From an optimization exercise on the open Yosys and OpenROAD flow, aimed at small area; shortcuts taken in it are not production practice. RTL that was checked went through simulation tests only; none was proved equivalent to the original. Power and IR drop assume default switching activity.

## exp/onyx
## xmodem_checksum_receiver
module xmodem_checksum_receiver
#(
   parameter int unsigned FLASH_BLOCK_BYTES = 1024
) (
   input  logic        clock,
   input  logic        reset,
   input  logic        req_tvalid,
   output logic        req_tready,
   input  logic [15:0] req_tdata,
   input  logic [1:0]  req_tuser,
   output logic        rsp_tvalid,
   input  logic        rsp_tready,
   output logic [47:0] rsp_tdata,
   output logic [3:0]  rsp_tuser,
   output logic        rsp_tlast,
   input  logic        csr_psel,
   input  logic        csr_penable,
   input  logic        csr_pwrite,
   input  logic [3:0]  csr_paddr,
   input  logic [31:0] csr_pwdata,
   output logic [31:0] csr_prdata,
   output logic        csr_pready
);
Size in the first run: about 940 cells after synthesis, roughly 0.0082 mm2 of cells after synthesis.
export LEC_CHECK = 0
export CAP_MARGIN = 20
export CORE_MARGIN = 2
export CORE_UTILIZATION = 40
export SLEW_MARGIN = 20
create_clock -name core_clock -period 7.0 [get_ports {clock}]
standard.sh (not shown) runs the stock make flow with config.mk's settings and CLKGATE_MAP_FILE= SYNTH_SCRIPT=/design/flow/synth_recipe.tcl, a recipe that flattens the netlist after the stock synthesis.
==> flow/flow/run.sh <==
#!/bin/bash
# Own flow: the standard layout (standard.sh) with an area-oriented ABC
# mapping in synthesis and a clock tree built from clkbuf_8 without dummy
# loads. Each tool's output goes to standard.log in the work folder.
set -euo pipefail
W=$(pwd)
export MY_ABC_SCRIPT=$W/flow/area.abc
CTS="-sink_clustering_enable -repair_clock_nets -sink_clustering_size 30 -sink_clustering_max_diameter 100 -buf_list sky130_fd_sc_hd__clkbuf_8 -dont_use_dummy_load"
bash standard.sh SYNTH_SCRIPT=$W/flow/synth.tcl "CTS_ARGS=$CTS" finish > $W/standard.log 2>&1
==> flow/flow/area.abc <==
strash
dch -f
amap
==> flow/flow/synth.tcl <==
# The standard synthesis script (synth_recipe.tcl), with one change: the
# ABC call that maps the combinational logic uses the script named by
# MY_ABC_SCRIPT (area-oriented mapping). Everything before ABC, including
# flip-flop mapping and naming, is the standard synthesis.
proc synth {args} { yosys synth -nofsm -noshare {*}$args }
proc abc {args} {
  set i [lsearch -exact $args -script]
  if {$i >= 0 && [info exists ::env(MY_ABC_SCRIPT)]} {
    lset args [expr {$i + 1}] $::env(MY_ABC_SCRIPT)
  }
  yosys abc {*}$args
}
source $::env(SCRIPTS_DIR)/synth.tcl
# left out here: clear keep_hierarchy, flatten, clean up, hide names made inside functions, write 1_2_yosys.v
#### Input delta (exp/violet over exp/onyx)
-- flow/design.v --
<<< exp/onyx, line 152
   assign op_write   = fire && (req_tuser == OP_WRITE);
   assign limit_zero = (retry_limit_ff == 8'd0);
   assign hdr_pos    = pos_ff[7] && pos_ff[6];
   assign csum_pos   = pos_ff[7] && !pos_ff[6];
   assign ok_block   = flag_ff && (rx == acc_ff);
   assign wa_lo      = nb_ff[2:0] - 3'd1;
>>> exp/violet, line 152
   assign op_write   = fire && (req_tuser == OP_WRITE);
   assign limit_zero = (retry_limit_ff == 8'd0);
   assign hdr_pos    = pos_ff[7] && pos_ff[6] && !pos_ff[4] && !pos_ff[1] && !pos_ff[0];
   assign csum_pos   = !pos_ff[6] && pos_ff[5] && pos_ff[4] && pos_ff[3] && !pos_ff[1] && pos_ff[0];
   assign ok_block   = flag_ff && (rx == acc_ff);
   assign wa_lo      = nb_ff[2:0] - 3'd1;
<<< exp/onyx, line 184
      if (op_byte && is_block && !hdr_pos) begin
         push = 1'b1;
         if (!pos_ff[7]) begin
            ev_kind = E_DATA;
         end else if (ok_block) begin
>>> exp/violet, line 184
      if (op_byte && is_block && !hdr_pos) begin
         push = 1'b1;
         if (!csum_pos) begin
            ev_kind = E_DATA;
         end else if (ok_block) begin
<<< exp/onyx, line 234
      end
      if (op_byte) begin
         pos_ff <= is_block ? pos_ff + 8'd1 : 8'hFE;
      end
      if (op_start) begin
         flag_ff <= 1'b1;
      end else if (op_byte && is_block && hdr_pos) begin
         flag_ff <= pos_ff[0] ? (flag_ff && acc_sum == 8'd0) : (rx == nb_ff);
      end else if ((op_byte && is_block && csum_pos) || (op_tick && expire && is_block) || (op_write && is_write)) begin
         flag_ff <= 1'b0;
>>> exp/violet, line 234
      end
      if (op_byte) begin
         pos_ff <= is_block ? {pos_ff[6:0], pos_ff[7] ^ pos_ff[2]} : 8'hE4;
      end
      if (op_start) begin
         flag_ff <= 1'b1;
      end else if (op_byte && is_block && hdr_pos) begin
         flag_ff <= !pos_ff[5] ? (flag_ff && acc_sum == 8'd0) : (rx == nb_ff);
      end else if ((op_byte && is_block && csum_pos) || (op_tick && expire && is_block) || (op_write && is_write)) begin
         flag_ff <= 1'b0;
Notes after the runs:
Final cell count of exp/violet falls short of that of exp/onyx slightly.
exp/violet against exp/onyx: sequential cell count shows no meaningful change, power shows an increase of about 5%, synthesis-to-finish area growth shows a reduction of 0.24 points, core utilization shows a reduction of 0.33 points.
[diff] highest clock frequency the design can meet, exp/violet relative to exp/onyx: regression
Worst hold slack for exp/violet: 0.0031 ns up relative to exp/onyx
exp/violet vs. exp/onyx: met2 track demand over resource in global routing went down by 3.3 points.
Relative to exp/onyx, net switching share of the total power increased by 1.2 points in exp/violet.
Reported for exp/onyx and exp/violet, number of cells on the worst reg-to-reg path turned out identical to the last digit.
The RTL of exp/onyx was laid out without a check of its function.

xmodem_checksum_receiver, a different RTL version from the one above (not shown whole).
For scale: ~870 cells after synthesis, ~160 flip-flops, ~150 I/O pins.
export LEC_CHECK = 0
export CAP_MARGIN = 20
export CORE_MARGIN = 2
export CORE_UTILIZATION = 40
export SLEW_MARGIN = 20
create_clock -name core_clock -period 7.0 [get_ports {clock}]
==> flow/flow/run.sh <==
#!/bin/bash
# Own flow: the standard layout (standard.sh) with
#  - an area-oriented ABC mapping in synthesis (flow/synth.tcl, flow/area.abc);
#  - the smallest buffer cell (buf_1) as the port buffer of every input and
#    output port;
#  - one tie cell per constant value instead of one per constant output;
#  - a clock tree built from clkbuf_8 without dummy loads.
# make's output goes to standard.log in the work folder; ORFS keeps each
# step's full log under orfs/logs/.
set -euo pipefail
W=$(pwd)
export MY_ABC_SCRIPT=$W/flow/area.abc
CTS="-sink_clustering_enable -repair_clock_nets -sink_clustering_size 30 -sink_clustering_max_diameter 100 -buf_list sky130_fd_sc_hd__clkbuf_8 -dont_use_dummy_load"
bash standard.sh SYNTH_SCRIPT=$W/flow/synth.tcl "CTS_ARGS=$CTS" \
  "BUFFER_PORTS_ARGS=-buffer_cell sky130_fd_sc_hd__buf_1" SKIP_REPAIR_TIE_FANOUT=1 finish > $W/standard.log 2>&1
Scripts as last shown in full above: flow/flow/area.abc, flow/flow/synth.tcl
Change:
--- a/flow/design.v
+++ b/flow/design.v
@@ -132,20 +132,21 @@
    logic [4:0]  ca_ff;        
    logic        fire;
    logic [7:0]  rx;
    logic        is_wait, is_block, is_write;
    logic        op_start, op_byte, op_tick, op_write;
    logic        limit_zero, expire, csum_pos, hdr_pos, ok_block;
    logic [15:0] wsel;
    logic [16:0] gec;
    logic [2:0]  wa_lo;
    logic [7:0]  acc_sum;
+   logic        acc_zero;     
    logic        push;
    logic [1:0]  ev_kind;
    logic [1:0]  ev_code;
    assign rx         = req_tdata[7:0];
    assign is_wait    = (mode_ff == M_WAIT);
    assign is_block   = (mode_ff == M_BLOCK);
    assign is_write   = (mode_ff == M_WRITE);
    assign op_start   = fire && (req_tuser == OP_START);
    assign op_byte    = fire && (req_tuser == OP_BYTE);
    assign op_tick    = fire && (req_tuser == OP_TICK);
@@ -173,20 +174,21 @@
       logic c;
       c = 1'b1;
       for (int i = 0; i < 16; i++) begin tick_inc[i] = tick_ff[i] ^ c; c = c & tick_ff[i]; end
       c = 1'b1;
       for (int i = 0; i < 8; i++) begin nb_inc[i] = nb_ff[i] ^ c; c = c & nb_ff[i]; end
       c = (nb_ff[2:0] == 3'd0);
       for (int i = 0; i < 10; i++) begin wa_inc[i] = wa_ff[i] ^ c; c = c & wa_ff[i]; end
       c = 1'b1;
       for (int i = 0; i < 7; i++) begin idx_inc[i] = idx_ff[i] ^ c; c = c & idx_ff[i]; end
    end
+   assign acc_zero = (acc_sum == 8'd0);
    assign wsel = is_wait ? preamble_wait_ff : byte_wait_ff;
    always_comb begin
       gec[0] = 1'b1;
       for (int i = 0; i < 16; i++) begin
          gec[i+1] = (tick_ff[i] & ~wsel[i]) | ((tick_ff[i] | ~wsel[i]) & gec[i]);
       end
    end
    assign expire = gec[16];
    always_comb begin
       push    = 1'b0;
@@ -215,21 +217,21 @@
             ev_kind = limit_zero ? E_PAIR : E_SINGLE;
             ev_code = 2'b00;
          end
       end
       if (op_tick && expire && is_block) begin
          push    = 1'b1;
          ev_kind = limit_zero ? E_PAIR : E_SINGLE;
          ev_code = 2'b00;
       end
       if (op_tick && expire && is_wait) begin
-         if (acc_ff == 8'd1) begin
+         if (acc_zero) begin
             push    = 1'b1;
             ev_code = 2'b10;
          end else if (flag_ff) begin
             push    = 1'b1;
             ev_code = 2'b00;
          end
       end
       if (op_write && is_write) begin
          push = 1'b1;
          if (req_tdata[8]) begin
@@ -246,30 +248,30 @@
          mode_ff <= M_IDLE;
       end else if (op_start) begin
          mode_ff <= limit_zero ? M_IDLE : M_WAIT;
       end else if (op_byte && is_wait) begin
          mode_ff <= (rx == CH_SOH) ? M_BLOCK : M_IDLE;
       end else if ((op_byte && is_block && csum_pos && !ok_block) || (op_tick && expire && is_block)
                    || (op_write && is_write && req_tdata[8])) begin
          mode_ff <= limit_zero ? M_IDLE : M_WAIT;
       end else if (op_byte && is_block && csum_pos) begin
          mode_ff <= M_WRITE;
-      end else if ((op_tick && expire && is_wait && acc_ff == 8'd1) || (op_write && is_write)) begin
+      end else if ((op_tick && expire && is_wait && acc_zero) || (op_write && is_write)) begin
          mode_ff <= M_IDLE;
       end
       if (op_byte) begin
          pos_ff <= is_block ? {pos_ff[6:0], pos_ff[7] ^ pos_ff[2]} : 8'hE4;
       end
       if (op_start) begin
          flag_ff <= 1'b1;
       end else if (op_byte && is_block && hdr_pos) begin
-         flag_ff <= !pos_ff[5] ? (flag_ff && acc_sum == 8'd0) : (rx == nb_ff);
+         flag_ff <= !pos_ff[5] ? (flag_ff && acc_zero) : (rx == nb_ff);
       end else if ((op_byte && is_block && csum_pos) || (op_tick && expire && is_block) || (op_write && is_write)) begin
          flag_ff <= 1'b0;
       end
       if (op_start || (op_byte && is_block && csum_pos) || (op_tick && expire && is_block)
           || (op_write && is_write)) begin
          acc_ff <= retry_limit_ff;
       end else if (op_byte && is_wait) begin
          acc_ff <= 8'd1;
       end else if ((op_byte && is_block && !csum_pos) || (op_tick && expire && is_wait)) begin
          acc_ff <= acc_sum;
Via count came out lower slightly; count of clock-buffer cells in the layout stays the same; cell area came out higher slightly; critical path depth drops by 18; global-route usage came out lower by 0.26 points; first-iteration DRC count came out lower by about a fifth; area after synthesis falls slightly; synthesized cell count decreases slightly; wire length decreases slightly; clock skew goes up by 0.0050 ns; setup slack degrades by 0.25 ns; die area drops slightly; sequential power stays flat.

==> separate check: timing with driven ports <==
Ports are ideal in the flow. The routed layouts listed here were re-timed in OpenROAD.
Step 1 sets driving cells, clkbuf_16 on the clock port and buf_2 on the other inputs (assumed; they add their load-dependent delay and slew).
Step 2 moves the port delays by t, midway between the first and last clock arrival at a register: inputs arrive t later, outputs are due t later. That takes back most of the time a late clock gives input paths.
Slacks: no drivers / after step 1 / after step 2; pairs: no drivers / after step 1.
run	shift t [ns]	setup WS [ns]	clock arrival spread, ns
exp/onyx	0.479	0.881 / 0.881 / 0.881	0.025 / 0.026
exp/violet	0.484	0.854 / 0.854 / 0.854	0.020 / 0.019
the first run of note 2	0.472	0.852 / 0.852 / 0.852	0.024 / 0.023
the second run of note 2	0.486	0.601 / 0.622 / 0.136	0.028 / 0.028
After both steps every run listed still meets setup and hold. The setup slack of the second run of note 2, which loses most, moves by +0.021 ns with the drivers and by -0.465 ns with both steps.
